This is an optimization exercise on Yosys and OpenROAD, whose aim is small area, not a production implementation. In this exercise RTL edits were held to simulation tests only and were not proved equivalent to the original. Power is estimated from default activity; no workload was simulated.

<file path="flow/config.mk">
export PLATFORM = sky130hd
export DESIGN_NAME = combined_image_upload_splitter_core
export DESIGN_NICKNAME = combined_image_upload_splitter_core
export VERILOG_FILES = /design/flow/design.v
export SDC_FILE = /design/flow/constraint.sdc
export NUM_CORES = 4
export LEC_CHECK = 0
export CAP_MARGIN = 20
export CORE_MARGIN = 2
export CORE_UTILIZATION = 40
export SLEW_MARGIN = 20
</file>
<file path="flow/constraint.sdc">
create_clock -name core_clock -period 6.0 [get_ports {clk}]
set_input_delay 1.2000 -clock core_clock [delete_from_list [all_inputs] [get_ports {clk}]]
set_output_delay 1.2000 -clock core_clock [all_outputs]
set_load 0.01 [all_outputs]
</file>
<file path="flow/design.v">
package cius_pkg;
  localparam int unsigned HDR_LEN   = 13;
  localparam int unsigned STORE_LEN = HDR_LEN - 1;
  localparam int unsigned CNT_W     = 4;
  localparam int unsigned ADDR_W    = 3;
  localparam logic [7:0] MAGIC_0         = 8'h52;
  localparam logic [7:0] MAGIC_1         = 8'h54;
  localparam logic [7:0] MAGIC_2         = 8'h34;
  localparam logic [7:0] MAGIC_3         = 8'h4F;
  localparam logic [7:0] FORMAT_VERSION  = 8'd1;
  localparam logic [ADDR_W-3:0] REG_EXPECTED_TOTAL = '0;
  typedef enum logic [1:0] {
    PH_IDLE,
    PH_HEADER,
    PH_FS,
    PH_FW
  } phase_t;
  typedef enum logic [1:0] {
    DEST_HEADER  = 2'd0,
    DEST_FS      = 2'd1,
    DEST_FW      = 2'd2,
    DEST_DISCARD = 2'd3
  } dest_t;
  typedef enum logic [2:0] {
    EV_NONE      = 3'd0,
    EV_HEADER_OK = 3'd1,
    EV_FS_DONE   = 3'd2,
    EV_DONE      = 3'd3,
    EV_BAD_MAGIC = 3'd4,
    EV_MISMATCH  = 3'd5,
    EV_TOO_SMALL = 3'd6
  } event_t;
  typedef logic [8*STORE_LEN-1:0] hdr_store_t;   
  typedef struct packed {
    phase_t             phase;
    logic [CNT_W-1:0]   header_count;
    logic [31:0]        fs_len;
    logic [31:0]        fw_len;
    logic [31:0]        seg_cnt;
    logic [31:0]        byte_cnt;
  } split_state_t;
  typedef struct packed {
    logic [7:0]  data_out;
    dest_t       destination;
    logic [31:0] segment_offset;
    event_t      event_res;
    logic [31:0] announced_length;
  } split_result_t;
  typedef struct packed {
    logic             wr;
    logic [CNT_W-1:0] idx;
  } hdr_write_t;
endpackage
import cius_pkg::*;
module cius_cfg (
  input  logic              clk,
  input  logic              rst,
  input  logic              psel,
  input  logic              penable,
  input  logic              pwrite,
  input  logic [cius_pkg::ADDR_W-1:0] paddr,
  input  logic [31:0]       pwdata,
  output logic [31:0]       prdata,
  output logic              pready,
  output logic [31:0]       expected_total
);
  logic sel_total;
  assign sel_total = (paddr[ADDR_W-1:2] == REG_EXPECTED_TOTAL);
  assign pready    = 1'b1;
  assign prdata    = sel_total ? expected_total : 32'd0;
  always_ff @(posedge clk) begin
    if (rst) begin
      expected_total <= 32'd0;
    end else if (psel && penable && pwrite && pready && sel_total) begin
      expected_total <= pwdata;
    end
  end
endmodule
import cius_pkg::*;
module cius_step (
  input  cius_pkg::split_state_t  cur,
  input  cius_pkg::hdr_store_t    hdr,
  input  logic [31:0]   expected_total,
  input  logic [7:0]    data_byte,
  input  logic          first_byte,
  output cius_pkg::split_state_t  nxt,
  output cius_pkg::split_result_t res,
  output cius_pkg::hdr_write_t    hdr_wr
);
  cius_pkg::split_state_t st;
  logic         magic_ok;
  logic [31:0]  fs_len;
  logic [31:0]  fw_len;
  logic [33:0]  sum;
  logic [31:0]  seg_inc;
  logic [32:0]  bc_inc;
  always_comb begin
    st = cur;
    if (first_byte) begin
      st.phase        = (expected_total <= 32'(HDR_LEN)) ? PH_IDLE : PH_HEADER;
      st.header_count = '0;
      st.fs_len       = 32'd0;
      st.fw_len       = 32'd0;
      st.seg_cnt      = 32'd0;
      st.byte_cnt     = 32'd0;
    end
  end
  assign magic_ok = (hdr[0 +: 8] == MAGIC_0) && (hdr[8 +: 8] == MAGIC_1) && (hdr[16 +: 8] == MAGIC_2)
                 && (hdr[24 +: 8] == MAGIC_3) && (hdr[32 +: 8] == FORMAT_VERSION);
  assign fs_len   = {hdr[64 +: 8], hdr[56 +: 8], hdr[48 +: 8], hdr[40 +: 8]};
  assign fw_len   = {data_byte, hdr[88 +: 8], hdr[80 +: 8], hdr[72 +: 8]};
  assign sum      = 34'(HDR_LEN) + {2'b00, fs_len} + {2'b00, fw_len};
  assign seg_inc  = st.seg_cnt + 32'd1;
  assign bc_inc   = {1'b0, st.byte_cnt} + 33'd1;
  always_comb begin
    nxt                  = st;
    nxt.byte_cnt         = bc_inc[31:0];
    res.data_out         = data_byte;
    res.destination      = DEST_DISCARD;
    res.segment_offset   = 32'd0;
    res.event_res        = (first_byte && st.phase == PH_IDLE) ? EV_TOO_SMALL : EV_NONE;
    res.announced_length = 32'd0;
    hdr_wr.wr            = 1'b0;
    hdr_wr.idx           = st.header_count;
    unique case (st.phase)
      PH_HEADER: begin
        res.destination    = DEST_HEADER;
        res.segment_offset = 32'(st.header_count);
        nxt.header_count   = st.header_count + CNT_W'(1);
        hdr_wr.wr          = (st.header_count != CNT_W'(STORE_LEN));
        if (st.header_count == CNT_W'(STORE_LEN)) begin
          nxt.fs_len = fs_len;
          nxt.fw_len = fw_len;
          if (!magic_ok) begin
            res.event_res = EV_BAD_MAGIC;
            nxt.phase     = PH_IDLE;
          end else if (fs_len == 32'd0 || fw_len == 32'd0
                       || sum != {2'b00, expected_total}) begin
            res.event_res = EV_MISMATCH;
            nxt.phase     = PH_IDLE;
          end else begin
            res.event_res        = EV_HEADER_OK;
            res.announced_length = fs_len;
            nxt.seg_cnt          = 32'd0;
            nxt.phase            = PH_FS;
          end
        end
      end
      PH_FS: begin
        res.destination    = DEST_FS;
        res.segment_offset = st.seg_cnt;
        nxt.seg_cnt        = seg_inc;
        if (seg_inc >= st.fs_len) begin
          res.event_res        = EV_FS_DONE;
          res.announced_length = st.fw_len;
          nxt.seg_cnt          = 32'd0;
          nxt.phase            = PH_FW;
        end
      end
      PH_FW: begin
        res.destination    = DEST_FW;
        res.segment_offset = st.seg_cnt;
        nxt.seg_cnt        = seg_inc;
        if (bc_inc >= {1'b0, expected_total}) begin
          res.event_res = EV_DONE;
          nxt.phase     = PH_IDLE;
        end
      end
      default: begin
      end
    endcase
  end
endmodule
import cius_pkg::*;
module combined_image_upload_splitter_core (
  input  logic              clk,
  input  logic              rst,
  input  logic              psel,
  input  logic              penable,
  input  logic              pwrite,
  input  logic [cius_pkg::ADDR_W-1:0] paddr,
  input  logic [31:0]       pwdata,
  output logic [31:0]       prdata,
  output logic              pready,
  input  logic              byte_valid,
  output logic              byte_ready,
  input  logic [7:0]        data_byte,
  input  logic              first_byte,
  output logic              result_valid,
  input  logic              result_ready,
  output logic [7:0]        data_out,
  output logic [1:0]        destination,
  output logic [31:0]       segment_offset,
  output logic [2:0]        event_res,
  output logic [31:0]       announced_length
);
  logic [31:0]   expected_total;
  cius_pkg::split_state_t  state;
  cius_pkg::split_state_t  state_next;
  cius_pkg::split_result_t res_next;
  cius_pkg::split_result_t res;
  cius_pkg::hdr_write_t    hdr_wr;
  cius_pkg::hdr_store_t    hdr;
  logic          accept;
  cius_cfg u_cfg (
    .clk            (clk),
    .rst            (rst),
    .psel           (psel),
    .penable        (penable),
    .pwrite         (pwrite),
    .paddr          (paddr),
    .pwdata         (pwdata),
    .prdata         (prdata),
    .pready         (pready),
    .expected_total (expected_total)
  );
  cius_step u_step (
    .cur            (state),
    .hdr            (hdr),
    .expected_total (expected_total),
    .data_byte      (data_byte),
    .first_byte     (first_byte),
    .nxt            (state_next),
    .res            (res_next),
    .hdr_wr         (hdr_wr)
  );
  assign byte_ready = !result_valid || result_ready;
  assign accept     = byte_valid && byte_ready;
  always_ff @(posedge clk) begin
    if (rst) begin
      state        <= '0;   
      result_valid <= 1'b0;
    end else begin
      if (accept) begin
        state        <= state_next;
        result_valid <= 1'b1;
      end else if (result_ready) begin
        result_valid <= 1'b0;
      end
    end
  end
  always_ff @(posedge clk) begin
    if (accept) begin
      res <= res_next;
    end
  end
  always_ff @(posedge clk) begin
    if (accept && hdr_wr.wr) begin
      hdr[8*hdr_wr.idx +: 8] <= data_byte;
    end
  end
  assign data_out         = res.data_out;
  assign destination      = res.destination;
  assign segment_offset   = res.segment_offset;
  assign event_res        = res.event_res;
  assign announced_length = res.announced_length;
endmodule
</file>
<file path="flow/run.sh">
#!/bin/bash
# synth_recipe.tcl (not shown) runs the flow's synth.tcl, then flattens the netlist and writes it again
# the make line also repeats each setting of config.mk as NAME=value (left out here)
make -C /OpenROAD-flow-scripts/flow DESIGN_CONFIG=/design/flow/config.mk WORK_HOME=/design/flow/orfs CLKGATE_MAP_FILE= SYNTH_SCRIPT=/design/flow/synth_recipe.tcl finish
</file>
==> run summary <==
[stage by stage]
stage	area [sq um]	util
finish	24900	0.486
global route	24900	0.486
CTS	24900	0.486
detailed placement	23500	0.461
global placement	23500	0.461
floorplan	20600	-
[layer usage]
layer / vias up / global-route usage / wire length [um]
met5: - / 0 / 0
li1: 8973 / - / -
met1: 9231 / 0.362 / 32300
met3: 121 / 0.0384 / 4230
met4: 0 / 0.0798 / 1960
met2: 668 / 0.442 / 34200
[state kept, by name (all words and copies together), names as in the netlist]
signal and count:
res 77, state 134, result_valid 1, u_cfg.expected_total 32, hdr 96
[Yosys cell counts, types with 14 or more instances]
| library cell | instances |
|---|---|
| mux2_2 | 48 |
| a21oi_1 | 142 |
| clkbuf_1 | 117 |
| a22oi_1 | 80 |
| nand4_1 | 85 |
| nor2b_1 | 24 |
| o211ai_1 | 14 |
| and3_1 | 15 |
| ha_1 | 111 |
| xnor2_1 | 79 |
| xor2_1 | 47 |
| and2_1 | 18 |
| a21o_1 | 23 |
| nor2_1 | 259 |
| o21ai_0 | 151 |
| inv_1 | 68 |
| or3_1 | 15 |
| o21ai_1 | 14 |
| nand2_1 | 355 |
| nor4_1 | 34 |
| edfxtp_1 | 173 |
| nand3_1 | 55 |
| dfxtp_1 | 167 |
| nor3_1 | 45 |
[where the power goes]
part,switching [mW],internal (mW),leakage [nW]
Clock,1.04,1.44,0.641
Combinational,0.633,0.366,5.21
Sequential,0.0718,2.54,3.01
Total,1.74,4.35,8.86
[how the worst max path moves through the flow]
stage | slack, ps | end
after floorplan | 10 | state[61]
final | 320 | res[2]
after detailed placement | -190 | res[19]
after global placement | -110 | res[2]
after CTS | 380 | res[2]
after global routing | 40 | res[18]
[logic make-up (layout without fill, tap and decap cells)]
| family | after synthesis | after routing | synth area share |
|---|---|---|---|
| fa+ha+maj | 112 | 112 | 0.0684 |
| flops | 340 | 340 | 0.415 |
| simple gates | 985 | 985 | 0.229 |
| other cells | 1 | 1 | 0.000182 |
| mux | 51 | 51 | 0.0277 |
| buf+inv | 218 | 432 | 0.0415 |
| compound gates | 542 | 542 | 0.165 |
| xor+xnor | 126 | 126 | 0.0536 |
[layout make-up]
| cell class | count | share of cell area |
|---|---|---|
| sequential | 340 | 0.344 |
| tap | 680 | 0.0342 |
| multi-input combinational | 1817 | 0.453 |
| inverter | 68 | 0.0104 |
| clock inverter | 21 | 0.00901 |
| timing repair buffer | 290 | 0.105 |
| clock buffer | 53 | 0.0443 |
[critical path, delay by kind of cell]
kind,cells,cell delay [ps]
xor gates and xnor gates,1,120
AOI/OAI and AO/OA,3,530
adders and majority gates,2,520
buffers and inverters,1,160
and+or+nand+nor,14,3440
==> flow_metrics.env <==
export IMPL_critPathArrivalTime_ps=5970
export IMPL_tightest_slew_ps=1080
export IMPL_final_cells=3269
export IMPL_yosysTopAreaCellShare=0.252
export IMPL_layout_common_cells="nand2_1, nor2_1, edfxtp_1"
export IMPL_areaGrowthSynthToFinish_pct=20.7
export IMPL_worst_path_max_fanout=17
export IMPL_ys_warn_count=3
export IMPL_whs_ps=457
export IMPL_drive_gt1_frac=0.109
export IMPL_clk_pin_slew_ps=60
export IMPL_fill_cells=4933
export IMPL_viasPerCell=5.81
export IMPL_critical_path_cell_chain="buf_4 -> nor2b_2 -> ha_2 -> nand3_2 -> nor4_4 -> and2_0 -> and4_1 -> and3_4 -> xnor2_1 -> nor2_1 -> ha_1 -> nand4_1 -> or3_1 -> or4_1 -> a21oi_1 -> o41ai_1 -> nand2_1 -> nand2_1 -> nor3b_4 -> nand2_1 -> o21ai_0"
export IMPL_synth_distinct_cells=94
export IMPL_gr_usage_all_layers=0.267
export IMPL_synth_seq_area_share=0.415
export IMPL_cts_setup_buffers=0
export IMPL_worstSetupEndpointType="flop"
export IMPL_die_h_um=231
export IMPL_yosys_most_used_dff="edfxtp_1"
export IMPL_cts_buffers=40
export IMPL_r2r_end="state[38]"
export IMPL_globalplace_congestion=0.944
export IMPL_critical_path_max_stage_delay_ps=850
export IMPL_grt_max_degree=90
export IMPL_worstPathRequired_ps=6300
export IMPL_period_share=0.946
export IMPL_dpl_cell_count=3195
export IMPL_power_density_mw_per_mm2=245
export IMPL_ff_latch_area_sq_mm=0.00854
export IMPL_drc_errors=0
export IMPL_reg2reg_depth=19
export IMPL_syn_nets=2538
export IMPL_setup_violations=0
export IMPL_skew_ps=26.5
export IMPL_cts_sinks=340
export IMPL_grt_setup_unrepaired="false"
export IMPL_cts_tree="yes"
export IMPL_cpMostUsedCell="nand2_1"
export IMPL_wl_per_cell_um=22.3
export IMPL_grt_pass1_wl_mm=110
export IMPL_setup_ws_ps=322
export IMPL_clk_latency_ps=580
export IMPL_num_rows=83
export IMPL_hold_start="u_cfg.expected_total[2]"
export IMPL_htreeDepth=2
export IMPL_r2r_slack_ps=330
export IMPL_peakVddDrop_mv=0.215
export IMPL_hold_class="reg -> reg"
export IMPL_drtIter0Drc=1708
export IMPL_hold_end="u_cfg.expected_total[2]"
export IMPL_ys_seq_elements=340
export IMPL_syn_inst=2375
export IMPL_cts_hold_buf=0
export IMPL_clock_fmax_ghz=0.176
export IMPL_pre_cts_ws_ps=-187
export IMPL_ioPinCount=163
export IMPL_mostFrequentLayoutCell="nand2_1"
export IMPL_antennaDiodeCount=0
export IMPL_synth_edf_count=173
export IMPL_worstSetupStartpointType="input pin"
export IMPL_hold_viol=0
export IMPL_worstReg2RegStart="hdr[40]"
export IMPL_status="no timing/DRC/antenna violations"
export IMPL_coreArea_sq_mm=0.0511
export IMPL_maxSlewViolCount=0
export IMPL_multi_input_area_sq_mm=0.0113
export IMPL_tns_ps=0
export IMPL_postRouteAntennaNets=0
export IMPL_p_total_mw=6.09
export IMPL_clk_path_buf_depth=3
export IMPL_p_leak_nw=8.86
export IMPL_min_delay_path_depth=2
export IMPL_hpwl_mm=54.0
export IMPL_critPathLaunch="first_byte"
export IMPL_antenna_found_initial=0
export IMPL_fin_crit_ps=5680
export IMPL_vias=19000
export IMPL_chipWidth_um=231
export IMPL_nNetsFinal=2720
export IMPL_die_area_sq_mm=0.0533
export IMPL_avgSynthCellArea_sq_um=8.67
export IMPL_overflow=0
export IMPL_yosys_top_cells_area="edfxtp_1, dfxtp_1, ha_1"
export IMPL_synthesis_area_sq_mm=0.0206
export IMPL_dr_pass1_iters=7
export IMPL_grt_pass1_vias=18100
export IMPL_drt_total_wl_mm=72.8
export IMPL_port_buffers=159
export IMPL_yosysTopAreaCell="edfxtp_1"
export IMPL_max_slew_margin_rel=0.283
export IMPL_root_buffer="clkbuf_16"
export IMPL_ys_async_sr_fraction=0
export IMPL_cts_resized=0
export IMPL_cp_slowest_cell="nor3b_4"
export IMPL_setup_worst_path_class="in -> reg"
export IMPL_initial_utilization=0.403
export IMPL_maxCapViolCount=0

-- re-timing with driven ports --
The results above use ideal ports. As a check the final layout listed here was re-extracted and re-timed, cells and wires unchanged. Step 1 (the two cells are an assumption about what drives the block):
set clk [get_ports {clk}]
set_driving_cell -lib_cell sky130_fd_sc_hd__clkbuf_16 $clk
set_driving_cell -lib_cell sky130_fd_sc_hd__buf_2 [delete_from_list [all_inputs] $clk]
Step 2, shift: input delay + t, output delay - t, t = (earliest + latest rising clock arrival at the registers) / 2. This alone moves slack from input paths to output paths. Slacks: ideal ports / drivers / drivers and shift; pairs: ideal ports / drivers.
shift t [ns]: 0.624
setup slack, ns: 0.322 / 0.325 / -0.268
clock arrival spread, ns: 0.026 / 0.026
worst register clock-pin slew, ns: 0.06 / 0.06
worst data-port slew with drivers (ns): 0.05
Met with ideal ports but missed after step 2: setup timing in this run. For this run, drivers alone change the setup slack by +0.003 ns; drivers and shift together by -0.590 ns.
